Context: an optimization exercise on an open-source flow, tuned for small area, a short achievable clock period and few clock cycles per item. The choices shown serve that exercise and are no tape-out recipe.
The RTL was checked by simulation tests, not by an equivalence proof against the original design.

==> 02-13 <==
==> flow/design.v <==
package sfp_pkg;
    localparam int DIM_W    = 13;
    localparam int POS_X_W  = 12;
    localparam int POS_Y_W  = 18;
    localparam int STATUS_W = 3;
    localparam int HGT_W    = 19;
    localparam logic OP_PLACE = 1'b0;
    localparam logic OP_CLEAR = 1'b1;
    localparam logic [STATUS_W-1:0] ST_OLD_SHELF = 3'd0;
    localparam logic [STATUS_W-1:0] ST_NEW_SHELF = 3'd1;
    localparam logic [STATUS_W-1:0] ST_TOO_WIDE  = 3'd2;
    localparam logic [STATUS_W-1:0] ST_FULL      = 3'd3;
    localparam logic [STATUS_W-1:0] ST_CLEARED   = 3'd4;
    typedef struct packed {
        logic [DIM_W-1:0] used;
        logic [DIM_W-1:0] height;
    } shelf_t;
    typedef struct packed {
        logic [POS_X_W-1:0]  pos_x;
        logic [POS_Y_W-1:0]  pos_y;
        logic [STATUS_W-1:0] status;
        logic [HGT_W-1:0]    sheet_height;
    } result_t;
    typedef struct packed {
        logic    valid;
        result_t res;
    } push_t;
endpackage
module shelf_first_fit_packer (
    input  logic                         clk,
    input  logic                         rst_n,
    input  logic                         in_valid,
    output logic                         in_ready,
    input  logic                         in_op,
    input  logic [sfp_pkg::DIM_W-1:0]    in_rect_width,
    input  logic [sfp_pkg::DIM_W-1:0]    in_rect_height,
    output logic                         out_valid,
    input  logic                         out_ready,
    output logic [sfp_pkg::POS_X_W-1:0]  out_pos_x,
    output logic [sfp_pkg::POS_Y_W-1:0]  out_pos_y,
    output logic [sfp_pkg::STATUS_W-1:0] out_status,
    output logic [sfp_pkg::HGT_W-1:0]    out_sheet_height,
    input  logic                         cfg_wr_en,
    input  logic [sfp_pkg::DIM_W-1:0]    cfg_wr_data
);
    localparam int N       = 64;
    localparam int NG      = 8;             
    localparam int DW      = sfp_pkg::DIM_W;
    localparam int XW      = sfp_pkg::POS_X_W;
    localparam int YW      = sfp_pkg::POS_Y_W;
    localparam int SW      = sfp_pkg::STATUS_W;
    localparam int HW      = sfp_pkg::HGT_W;
    localparam int RW      = XW + YW + SW + HW;
    localparam int MAX_DIM = 4096;
    function automatic logic ge13(input logic [DW-1:0] a, input logic [DW-1:0] b);
        logic [15:0] g;
        logic [15:0] p;
        g = '0;
        p = '1;
        g[DW-1:0] = a & ~b;
        p[DW-1:0] = a | ~b;
        for (int l = 0; l < 4; l++)
        begin
            for (int i = 0; i < (16 >> (l + 1)); i++)
            begin
                g[i] = g[2*i+1] | (p[2*i+1] & g[2*i]);
                p[i] = p[2*i+1] & p[2*i];
            end
        end
        ge13 = g[0] | p[0];
    endfunction
    function automatic logic [DW-1:0] add13(input logic [DW-1:0] a, input logic [DW-1:0] b);
        logic [15:0] g;
        logic [15:0] p;
        logic [DW-1:0] x;
        g = '0;
        p = '0;
        g[DW-1:0] = a & b;
        p[DW-1:0] = a ^ b;
        x = p[DW-1:0];
        for (int l = 0; l < 4; l++)
        begin
            for (int i = 0; i < 16; i++)
            begin
                if ((i >> l) & 1)
                begin
                    g[i] = g[i] | (p[i] & g[((i >> l) << l) - 1]);
                    p[i] = p[i] & p[((i >> l) << l) - 1];
                end
            end
        end
        add13 = x ^ {g[DW-2:0], 1'b0};
    endfunction
    function automatic logic [2*YW-1:0] csa(input logic [YW-1:0] a,
                                            input logic [YW-1:0] b,
                                            input logic [YW-1:0] c);
        logic [YW-1:0] s;
        logic [YW-1:0] cy;
        s  = a ^ b ^ c;
        cy = (a & b) | (a & c) | (b & c);
        csa = {cy[YW-2:0], 1'b0, s};
    endfunction
    logic halt_r;        
    logic in_ready_r;    
    logic accept;
    assign in_ready = in_ready_r;
    assign accept   = in_valid && in_ready_r;
    logic [DW-1:0] sw_r;
    logic [DW-1:0] effw;
    always_ff @(posedge clk or negedge rst_n)
    begin
        if (!rst_n)
            sw_r <= DW'(1024);
        else if (cfg_wr_en)
            sw_r <= cfg_wr_data;
    end
    assign effw = (sw_r[12] && (sw_r[11:0] != '0)) ? DW'(MAX_DIM) : sw_r;
    logic          vi;
    logic          opi;
    logic [DW-1:0] wi;
    logic [DW-1:0] hi;
    always_ff @(posedge clk or negedge rst_n)
    begin
        if (!rst_n)
            vi <= 1'b0;
        else if (!halt_r)
            vi <= accept;
    end
    always_ff @(posedge clk)
    begin
        if (!halt_r)
        begin
            opi <= in_op;
            wi  <= in_rect_width;
            hi  <= in_rect_height;
        end
    end
    logic          v0;
    logic          op0;
    logic          tw0;
    logic [DW-1:0] w0;
    logic [DW-1:0] h0;
    logic [DW-1:0] thr0;      
    logic [DW-1:0] thr1;      
    logic          t1neg;     
    logic [DW:0]   thr1_in;
    assign thr1_in = {1'b0, thr0} - {1'b0, wi};
    always_ff @(posedge clk or negedge rst_n)
    begin
        if (!rst_n)
            v0 <= 1'b0;
        else if (!halt_r)
            v0 <= vi;
    end
    always_ff @(posedge clk)
    begin
        if (!halt_r)
        begin
            op0   <= opi;
            tw0   <= (wi == '0) || (wi > effw) || (hi > DW'(MAX_DIM));
            w0    <= wi;
            h0    <= hi;
            thr0  <= effw - wi;
            thr1  <= thr1_in[DW] ? '0 : thr1_in[DW-1:0];
            t1neg <= thr1_in[DW];
        end
    end
    logic          v1;
    logic          op1;
    logic          tw1;
    logic [DW-1:0] w1;
    logic [DW-1:0] h1;
    always_ff @(posedge clk or negedge rst_n)
    begin
        if (!rst_n)
            v1 <= 1'b0;
        else if (!halt_r)
            v1 <= v0;
    end
    always_ff @(posedge clk)
    begin
        if (!halt_r)
        begin
            op1 <= op0;
            tw1 <= tw0;
            w1  <= w0;
            h1  <= h0;
        end
    end
    logic [6:0]    n_r;
    logic [HW-1:0] t_r;
    logic [DW-1:0] used [N];
    logic [DW-1:0] hgt  [N];
    logic [YW-1:0] ybase [1:N/NG-1];
    logic [N-1:0]  pvalid;    
    logic [N-1:0]  isn;       
    always_comb
    begin
        for (int k = 0; k < N; k++)
        begin
            pvalid[k] = (n_r > 7'(k));
            isn[k]    = (n_r == 7'(k));
        end
    end
    logic [N-1:0]  f0;
    logic [N-1:0]  f1;
    logic          scal;
    logic          nclr1;     
    assign scal  = !t1neg && ge13(h1, h0);
    assign nclr1 = !(v1 && op1);
    always_comb
    begin
        for (int k = 0; k < N; k++)
        begin
            f0[k] = nclr1 && pvalid[k] && ge13(hgt[k], h0) && ge13(thr0, used[k]);
            f1[k] = nclr1 && pvalid[k] && ge13(hgt[k], h0) && ge13(thr1, used[k]);
        end
    end
    logic [N-1:0]  fit_r;      
    logic [N-1:0]  updu_r;     
    logic [N-1:0]  fit;
    logic [N-1:0]  pfx;
    logic [N-1:0]  fsel;
    logic          any;
    logic          go1;
    logic          place1;
    logic          clr1;
    logic          open1;
    logic [N-1:0]  upd;
    logic [N-1:0]  opn;
    always_comb
    begin
        for (int k = 0; k < N; k++)
        begin
            fit[k] = fit_r[k];
        end
    end
    always_comb
    begin
        logic [N-1:0] p;
        p = fit;
        for (int l = 0; l < 6; l++)
        begin
            for (int k = 0; k < N; k++)
            begin
                if ((k >> l) & 1)
                    p[k] = p[k] | p[((k >> l) << l) - 1];
            end
        end
        pfx = p;
    end
    assign fsel   = fit & ~{pfx[N-2:0], 1'b0};
    assign any    = pfx[N-1];
    assign go1    = v1 && !halt_r;
    assign place1 = go1 && !op1 && !tw1;
    assign clr1   = go1 && op1;
    assign open1  = place1 && !any && !n_r[6];
    assign upd    = {N{place1}} & fsel;
    assign opn    = {N{open1}} & isn;
    generate
        for (genvar k = 0; k < N; k++)
        begin : g_sh
            logic [DW-1:0] sum;
            assign sum = add13(used[k] & {DW{!isn[k]}}, w1);
            always_ff @(posedge clk)
            begin
                if (upd[k] || (isn[k] && !halt_r))
                    used[k] <= sum;
                if (isn[k] && !halt_r)
                    hgt[k] <= h1;
            end
        end
    endgenerate
    generate
        for (genvar g = 1; g < N / NG; g++)
        begin : g_yb
            always_ff @(posedge clk)
            begin
                if (!pvalid[g * NG] && !halt_r)
                    ybase[g] <= t_r[YW-1:0];
            end
        end
    endgenerate
    always_ff @(posedge clk or negedge rst_n)
    begin
        if (!rst_n)
        begin
            n_r <= '0;
            t_r <= '0;
        end
        else if (clr1)
        begin
            n_r <= '0;
            t_r <= '0;
        end
        else if (open1)
        begin
            n_r <= n_r + 7'd1;
            t_r <= t_r + HW'(h1);
        end
    end
    always_ff @(posedge clk)
    begin
        if (!halt_r)
        begin
            updu_r  <= upd;
            for (int k = 0; k < N; k++)
                fit_r[k] <= upd[k] ? f1[k] : (f0[k] || (opn[k] && scal));
        end
    end
    logic          v2;
    logic [SW-1:0] st2;
    logic [DW-1:0] w2;
    logic [HW-1:0] sh2;
    logic          pv2;       
    logic          fit2;      
    logic [5:0]    n2;        
    always_ff @(posedge clk or negedge rst_n)
    begin
        if (!rst_n)
            v2 <= 1'b0;
        else if (!halt_r)
            v2 <= v1;
    end
    always_ff @(posedge clk)
    begin
        if (!halt_r)
        begin
            w2 <= w1;
            n2 <= n_r[5:0];
            fit2 <= any;
            if (op1)
            begin
                st2 <= sfp_pkg::ST_CLEARED;
                sh2 <= '0;
                pv2 <= 1'b0;
            end
            else if (tw1)
            begin
                st2 <= sfp_pkg::ST_TOO_WIDE;
                sh2 <= t_r;
                pv2 <= 1'b0;
            end
            else if (any)
            begin
                st2 <= sfp_pkg::ST_OLD_SHELF;
                sh2 <= t_r;
                pv2 <= 1'b1;
            end
            else if (n_r[6])
            begin
                st2 <= sfp_pkg::ST_FULL;
                sh2 <= t_r;
                pv2 <= 1'b0;
            end
            else
            begin
                st2 <= sfp_pkg::ST_NEW_SHELF;
                sh2 <= t_r + HW'(h1);
                pv2 <= 1'b1;
            end
        end
    end
    logic [DW-1:0] selu;
    logic [5:0]    enc;
    always_comb
    begin
        selu = '0;
        enc  = '0;
        for (int k = 0; k < N; k++)
        begin
            selu = selu | (used[k] & {DW{updu_r[k]}});
            enc  = enc | (6'(k) & {6{updu_r[k]}});
        end
    end
    logic          v3;
    logic [SW-1:0] st3;
    logic [DW-1:0] u3;
    logic [DW-1:0] w3;
    logic [HW-1:0] sh3;
    logic [5:0]    idx3;
    always_ff @(posedge clk or negedge rst_n)
    begin
        if (!rst_n)
            v3 <= 1'b0;
        else if (!halt_r)
            v3 <= v2;
    end
    always_ff @(posedge clk)
    begin
        if (!halt_r)
        begin
            st3  <= st2;
            sh3  <= sh2;
            u3   <= (st2 == sfp_pkg::ST_OLD_SHELF) ? selu : '0;
            w3   <= (st2 == sfp_pkg::ST_OLD_SHELF) ? w2 : '0;
            idx3 <= !pv2 ? '0 : fit2 ? enc : n2;
        end
    end
    logic [2:0]    grp;
    logic [2:0]    off;
    logic [YW-1:0] op [NG];
    logic [YW-1:0] ty [3];
    assign grp = idx3[5:3];
    assign off = idx3[2:0];
    always_comb
    begin
        op[0] = (grp == 3'd0) ? '0 : ybase[grp];
        for (int p = 0; p < NG - 1; p++)
        begin
            if (3'(p) < off)
                op[p + 1] = YW'(hgt[{grp, 3'(p)}]);
            else
                op[p + 1] = '0;
        end
    end
    always_comb
    begin
        logic [YW-1:0] s1, c1, s2, c2, s3, c3, s4, c4;
        {c1, s1} = csa(op[0], op[1], op[2]);
        {c2, s2} = csa(op[3], op[4], op[5]);
        {c3, s3} = csa(s1, c1, s2);
        {c4, s4} = csa(c2, op[6], op[7]);
        {ty[1], ty[0]} = csa(s3, c3, s4);
        ty[2] = c4;
    end
    logic          v4;
    logic [SW-1:0] st4;
    logic [XW-1:0] px4;
    logic [HW-1:0] sh4;
    logic [YW-1:0] ty4 [3];
    always_ff @(posedge clk or negedge rst_n)
    begin
        if (!rst_n)
            v4 <= 1'b0;
        else if (!halt_r)
            v4 <= v3;
    end
    always_ff @(posedge clk)
    begin
        if (!halt_r)
        begin
            st4 <= st3;
            px4 <= XW'(u3 - w3);
            sh4 <= sh3;
            for (int i = 0; i < 3; i++)
                ty4[i] <= ty[i];
        end
    end
    logic [YW-1:0] posy;
    always_comb
    begin
        logic [YW-1:0] s1, c1;
        {c1, s1} = csa(ty4[0], ty4[1], ty4[2]);
        posy = s1 + c1;
    end
    logic          head_v;
    logic          skid_v;
    logic [RW-1:0] head_d;
    logic [RW-1:0] skid_d;
    logic [RW-1:0] new_d;
    logic          push;
    logic          pop;
    logic          head_v_nx;
    logic          skid_v_nx;
    assign new_d = {px4, posy, st4, sh4};
    assign push  = v4 && !halt_r;
    assign pop   = head_v && out_ready;
    always_comb
    begin
        head_v_nx = head_v;
        skid_v_nx = skid_v;
        if (pop)
        begin
            if (skid_v)
                skid_v_nx = push;
            else
                head_v_nx = push;
        end
        else if (push)
        begin
            if (head_v)
                skid_v_nx = 1'b1;
            else
                head_v_nx = 1'b1;
        end
    end
    always_ff @(posedge clk or negedge rst_n)
    begin
        if (!rst_n)
        begin
            head_v     <= 1'b0;
            skid_v     <= 1'b0;
            halt_r     <= 1'b0;
            in_ready_r <= 1'b1;
        end
        else
        begin
            head_v     <= head_v_nx;
            skid_v     <= skid_v_nx;
            halt_r     <= head_v_nx && skid_v_nx;
            in_ready_r <= !(head_v_nx && skid_v_nx);
        end
    end
    always_ff @(posedge clk)
    begin
        if (pop || !head_v)
            head_d <= skid_v ? skid_d : new_d;
        if (pop || !skid_v)
            skid_d <= new_d;
    end
    assign out_valid        = head_v;
    assign out_pos_x        = head_d[RW-1 -: XW];
    assign out_pos_y        = head_d[HW+SW +: YW];
    assign out_status       = head_d[HW +: SW];
    assign out_sheet_height = head_d[HW-1:0];
endmodule
==> flow/run.sh <==
#!/bin/bash
# synth_recipe.tcl (not shown) runs the flow's synth.tcl, then flattens the netlist and writes it again
# the make line also repeats each setting of config.mk as NAME=value (left out here)
make -C /OpenROAD-flow-scripts/flow DESIGN_CONFIG=/design/flow/config.mk WORK_HOME=/design/flow/orfs CLKGATE_MAP_FILE= SYNTH_SCRIPT=/design/flow/synth_recipe.tcl finish
==> flow/config.mk <==
export PLATFORM = sky130hd
export DESIGN_NAME = shelf_first_fit_packer
export DESIGN_NICKNAME = shelf_first_fit_packer
export VERILOG_FILES = /design/flow/design.v
export SDC_FILE = /design/flow/constraint.sdc
export NUM_CORES = 4
export LEC_CHECK = 0
export CAP_MARGIN = 20
export CORE_MARGIN = 2
export CORE_UTILIZATION = 55
export SETUP_SLACK_MARGIN = 3.0
export SLEW_MARGIN = 20
==> flow/constraint.sdc <==
create_clock -name core_clock -period 7.0 [get_ports {clk}]
set_input_delay 1.4000 -clock core_clock [delete_from_list [all_inputs] [get_ports {clk}]]
set_output_delay 1.4000 -clock core_clock [all_outputs]
set_load 0.01 [all_outputs]
==> 07-16 (differences from 02-13) <==
--- a/flow/design.v
+++ b/flow/design.v
@@ -188,4 +188,6 @@
         end
     end
+    logic [DW-1:0] w2;        
+    logic [DW-1:0] selu;      
     logic [6:0]    n_r;
     logic [HW-1:0] t_r;
@@ -209,14 +211,38 @@
     assign scal  = !t1neg && ge13(h1, h0);
     assign nclr1 = !(v1 && op1);
+    logic [DW:0]   ta;
+    logic [DW:0]   tb;
+    logic [DW-1:0] selu_g [N/NG];
+    logic [DW-1:0] selz_g [N/NG];
+    logic [DW-1:0] newu_g [N/NG];
+    logic [N/NG-1:0] c0s;
+    logic [N/NG-1:0] c1s;
+    assign ta  = {1'b0, thr0} - {1'b0, w2};
+    assign tb  = {1'b0, thr1} - {1'b0, w2};
+    always_comb
+    begin
+        for (int g = 0; g < N / NG; g++)
+        begin
+            selu_g[g] = '0;
+            for (int j = 0; j < NG; j++)
+                selu_g[g] = selu_g[g] | (used[g*NG+j] & {DW{tg_r[g*NG+j]}});
+            selz_g[g] = fit2 ? selu_g[g] : '0;
+            newu_g[g] = add13(selz_g[g], w2);
+            c0s[g]    = !ta[DW] && ge13(ta[DW-1:0], selz_g[g]);
+            c1s[g]    = !tb[DW] && ge13(tb[DW-1:0], selz_g[g]);
+        end
+    end
     always_comb
     begin
         for (int k = 0; k < N; k++)
         begin
-            f0[k] = nclr1 && pvalid[k] && ge13(hgt[k], h0) && ge13(thr0, used[k]);
-            f1[k] = nclr1 && pvalid[k] && ge13(hgt[k], h0) && ge13(thr1, used[k]);
+            f0[k] = nclr1 && pvalid[k] && ge13(hgt[k], h0)
+                    && (tg_r[k] ? c0s[k/NG] : ge13(thr0, used[k]));
+            f1[k] = nclr1 && pvalid[k] && ge13(hgt[k], h0)
+                    && (tg_r[k] ? c1s[k/NG] : ge13(thr1, used[k]));
         end
     end
     logic [N-1:0]  fit_r;      
-    logic [N-1:0]  updu_r;     
+    logic [N-1:0]  tg_r;       
     logic [N-1:0]  fit;
     logic [N-1:0]  pfx;
@@ -261,10 +287,8 @@
         for (genvar k = 0; k < N; k++)
         begin : g_sh
-            logic [DW-1:0] sum;
-            assign sum = add13(used[k] & {DW{!isn[k]}}, w1);
             always_ff @(posedge clk)
             begin
-                if (upd[k] || (isn[k] && !halt_r))
-                    used[k] <= sum;
+                if (tg_r[k] && !halt_r)
+                    used[k] <= newu_g[k/NG];
                 if (isn[k] && !halt_r)
                     hgt[k] <= h1;
@@ -304,5 +328,5 @@
         if (!halt_r)
         begin
-            updu_r  <= upd;
+            tg_r    <= upd | opn;
             for (int k = 0; k < N; k++)
                 fit_r[k] <= upd[k] ? f1[k] : (f0[k] || (opn[k] && scal));
@@ -311,9 +335,7 @@
     logic          v2;
     logic [SW-1:0] st2;
-    logic [DW-1:0] w2;
     logic [HW-1:0] sh2;
     logic          pv2;       
     logic          fit2;      
-    logic [5:0]    n2;        
     always_ff @(posedge clk or negedge rst_n)
     begin
@@ -328,5 +350,4 @@
         begin
             w2 <= w1;
-            n2 <= n_r[5:0];
             fit2 <= any;
             if (op1)
@@ -362,5 +383,4 @@
         end
     end
-    logic [DW-1:0] selu;
     logic [5:0]    enc;
     always_comb
@@ -368,14 +388,12 @@
         selu = '0;
         enc  = '0;
+        for (int g = 0; g < N / NG; g++)
+            selu = selu | selu_g[g];
         for (int k = 0; k < N; k++)
-        begin
-            selu = selu | (used[k] & {DW{updu_r[k]}});
-            enc  = enc | (6'(k) & {6{updu_r[k]}});
-        end
+            enc = enc | (6'(k) & {6{tg_r[k]}});
     end
     logic          v3;
     logic [SW-1:0] st3;
-    logic [DW-1:0] u3;
-    logic [DW-1:0] w3;
+    logic [XW-1:0] px3;
     logic [HW-1:0] sh3;
     logic [5:0]    idx3;
@@ -393,7 +411,6 @@
             st3  <= st2;
             sh3  <= sh2;
-            u3   <= (st2 == sfp_pkg::ST_OLD_SHELF) ? selu : '0;
-            w3   <= (st2 == sfp_pkg::ST_OLD_SHELF) ? w2 : '0;
-            idx3 <= !pv2 ? '0 : fit2 ? enc : n2;
+            px3  <= (st2 == sfp_pkg::ST_OLD_SHELF) ? selu[XW-1:0] : '0;
+            idx3 <= pv2 ? enc : '0;
         end
     end
@@ -442,5 +459,5 @@
         begin
             st4 <= st3;
-            px4 <= XW'(u3 - w3);
+            px4 <= px3;
             sh4 <= sh3;
             for (int i = 0; i < 3; i++)
Settings changed: ABC_AREA set to 1, ABC_CLOCK_PERIOD_IN_PS set to 1200, CORE_UTILIZATION 55 to 45, SETUP_SLACK_MARGIN 3.0 to 3.5, SLEW_MARGIN 20 to 30.
==> 05-07 (differences from 02-13) <==
--- a/flow/design.v
+++ b/flow/design.v
@@ -188,4 +188,6 @@
         end
     end
+    logic [DW-1:0] w2;        
+    logic [DW-1:0] selu;      
     logic [6:0]    n_r;
     logic [HW-1:0] t_r;
@@ -209,14 +211,38 @@
     assign scal  = !t1neg && ge13(h1, h0);
     assign nclr1 = !(v1 && op1);
+    logic [DW:0]   ta;
+    logic [DW:0]   tb;
+    logic [DW-1:0] selu_g [N/NG];
+    logic [DW-1:0] selz_g [N/NG];
+    logic [DW-1:0] newu_g [N/NG];
+    logic [N/NG-1:0] c0s;
+    logic [N/NG-1:0] c1s;
+    assign ta  = {1'b0, thr0} - {1'b0, w2};
+    assign tb  = {1'b0, thr1} - {1'b0, w2};
+    always_comb
+    begin
+        for (int g = 0; g < N / NG; g++)
+        begin
+            selu_g[g] = '0;
+            for (int j = 0; j < NG; j++)
+                selu_g[g] = selu_g[g] | (used[g*NG+j] & {DW{tg_r[g*NG+j]}});
+            selz_g[g] = fit2 ? selu_g[g] : '0;
+            newu_g[g] = add13(selz_g[g], w2);
+            c0s[g]    = !ta[DW] && ge13(ta[DW-1:0], selz_g[g]);
+            c1s[g]    = !tb[DW] && ge13(tb[DW-1:0], selz_g[g]);
+        end
+    end
     always_comb
     begin
         for (int k = 0; k < N; k++)
         begin
-            f0[k] = nclr1 && pvalid[k] && ge13(hgt[k], h0) && ge13(thr0, used[k]);
-            f1[k] = nclr1 && pvalid[k] && ge13(hgt[k], h0) && ge13(thr1, used[k]);
+            f0[k] = nclr1 && pvalid[k] && ge13(hgt[k], h0)
+                    && (tg_r[k] ? c0s[k/NG] : ge13(thr0, used[k]));
+            f1[k] = nclr1 && pvalid[k] && ge13(hgt[k], h0)
+                    && (tg_r[k] ? c1s[k/NG] : ge13(thr1, used[k]));
         end
     end
     logic [N-1:0]  fit_r;      
-    logic [N-1:0]  updu_r;     
+    logic [N-1:0]  tg_r;       
     logic [N-1:0]  fit;
     logic [N-1:0]  pfx;
@@ -261,10 +287,8 @@
         for (genvar k = 0; k < N; k++)
         begin : g_sh
-            logic [DW-1:0] sum;
-            assign sum = add13(used[k] & {DW{!isn[k]}}, w1);
             always_ff @(posedge clk)
             begin
-                if (upd[k] || (isn[k] && !halt_r))
-                    used[k] <= sum;
+                if (tg_r[k] && !halt_r)
+                    used[k] <= newu_g[k/NG];
                 if (isn[k] && !halt_r)
                     hgt[k] <= h1;
@@ -304,5 +328,5 @@
         if (!halt_r)
         begin
-            updu_r  <= upd;
+            tg_r    <= upd | opn;
             for (int k = 0; k < N; k++)
                 fit_r[k] <= upd[k] ? f1[k] : (f0[k] || (opn[k] && scal));
@@ -311,9 +335,7 @@
     logic          v2;
     logic [SW-1:0] st2;
-    logic [DW-1:0] w2;
     logic [HW-1:0] sh2;
     logic          pv2;       
     logic          fit2;      
-    logic [5:0]    n2;        
     always_ff @(posedge clk or negedge rst_n)
     begin
@@ -328,5 +350,4 @@
         begin
             w2 <= w1;
-            n2 <= n_r[5:0];
             fit2 <= any;
             if (op1)
@@ -362,5 +383,4 @@
         end
     end
-    logic [DW-1:0] selu;
     logic [5:0]    enc;
     always_comb
@@ -368,14 +388,12 @@
         selu = '0;
         enc  = '0;
+        for (int g = 0; g < N / NG; g++)
+            selu = selu | selu_g[g];
         for (int k = 0; k < N; k++)
-        begin
-            selu = selu | (used[k] & {DW{updu_r[k]}});
-            enc  = enc | (6'(k) & {6{updu_r[k]}});
-        end
+            enc = enc | (6'(k) & {6{tg_r[k]}});
     end
     logic          v3;
     logic [SW-1:0] st3;
-    logic [DW-1:0] u3;
-    logic [DW-1:0] w3;
+    logic [XW-1:0] px3;
     logic [HW-1:0] sh3;
     logic [5:0]    idx3;
@@ -393,7 +411,6 @@
             st3  <= st2;
             sh3  <= sh2;
-            u3   <= (st2 == sfp_pkg::ST_OLD_SHELF) ? selu : '0;
-            w3   <= (st2 == sfp_pkg::ST_OLD_SHELF) ? w2 : '0;
-            idx3 <= !pv2 ? '0 : fit2 ? enc : n2;
+            px3  <= (st2 == sfp_pkg::ST_OLD_SHELF) ? selu[XW-1:0] : '0;
+            idx3 <= pv2 ? enc : '0;
         end
     end
@@ -442,5 +459,5 @@
         begin
             st4 <= st3;
-            px4 <= XW'(u3 - w3);
+            px4 <= px3;
             sh4 <= sh3;
             for (int i = 0; i < 3; i++)
Settings changed: SLEW_MARGIN 20 to 30.
==> comparison <==
05-07 ran to the end with no violations. 07-16 completed without violations. 02-13 failed in global routing.
Against 07-16, the cell count of 05-07 is lower by 26%.
Critical path depth: 07-16 is higher than 05-07 (5).
Non-clock buffer count: 05-07 is higher than 07-16 (108).
Against 05-07, the clock-buffer cell count of 07-16 is higher by 15.
In 05-07 the sequential share of layout area is higher than in 07-16, by 1.9 points.
The lowest synthesized cell count belongs to 05-07, the highest to 07-16.
Setup slack: 07-16 is higher than 05-07 (0.92 ns).
==> figures <==
Status: 02-13 stopped before the end; 07-16 no timing/DRC/antenna violations; 05-07 no timing/DRC/antenna violations
Last stage reached: 02-13 global routing; 07-16 -; 05-07 -
Post-Synth Adder-Cell Area: 02-13 15.2%; 07-16 3.22%; 05-07 9.98%
Inverter count of the layout excluding clock inverters: 02-13 -; 07-16 1857; 05-07 875
Worst setup SP type: 02-13 -; 07-16 flip-flop; 05-07 flip-flop
Clock Buffer Count: 02-13 -; 07-16 348; 05-07 333
Number of DRC violations after detailed routing: 02-13 -; 07-16 0; 05-07 0
Post-route cell area: 02-13 -; 07-16 168000 sq um; 05-07 160000 sq um
Ratio of layout area to synthesized area: 02-13 -; 07-16 1.194x; 05-07 1.192x
CTS tree: 02-13 -; 07-16 built; 05-07 built
Period Utilization, post-route: 02-13 -; 07-16 55.5%; 05-07 68.7%
Cell Count, Final, Fillers Out: 02-13 -; 07-16 22000; 05-07 16300
Largest stage delay on the critical path: 02-13 -; 07-16 0.66 ns; 05-07 0.92 ns
Fraction of layout cells with a size suffix above 1: 02-13 -; 07-16 12.7%; 05-07 19.5%
Worst reg2reg endpoint: 02-13 -; 07-16 ty4[0][9]; 05-07 fit_r[16]
Kind of critical path: 02-13 -; 07-16 flip-flop to flip-flop; 05-07 flip-flop to flip-flop
GPL Wtd Cong: 02-13 1.20; 07-16 1.08; 05-07 1.12
Total length of routed met2 wires: 02-13 -; 07-16 271 mm; 05-07 251 mm
Testbench counts of 02-13, summed over its fixed seeds: cycles 9,291, items 9,235.
Testbench counts of 07-16, summed over its fixed seeds: cycles 9,291, items 9,235.
Testbench counts of 05-07, summed over its fixed seeds: cycles 9,291, items 9,235.

==> afterwards: timing with drivers on the ports <==
No port has a modelled driver above. Below, the same layouts with a new extraction and two added sets of constraints. Step 1 (the two cells are an assumption about what drives the block):
set clk [get_ports {clk}]
set_driving_cell -lib_cell sky130_fd_sc_hd__clkbuf_16 $clk
set_driving_cell -lib_cell sky130_fd_sc_hd__buf_2 [delete_from_list [all_inputs] $clk]
Step 2 moves the port delays by t, midway between the first and last clock arrival at a register: inputs arrive t later, outputs are due t later. That takes back most of the time a late clock gives input paths. a / b / c = ideal ports / drivers / drivers and shift; a / b = the first two.
| run | t, ns | setup slack, ns | hold WS [ns] | worst register clock-pin slew, ns |
|---|---|---|---|---|
| 07-16 | 1.051 | 3.114 / 3.114 / 3.114 | 0.339 / 0.247 / 0.376 | 0.07 / 0.07 |
| 05-07 | 1.019 | 2.190 / 2.190 / 2.190 | 0.367 / 0.283 / 0.415 | 0.07 / 0.07 |
After both steps setup and hold are still met in every run listed.
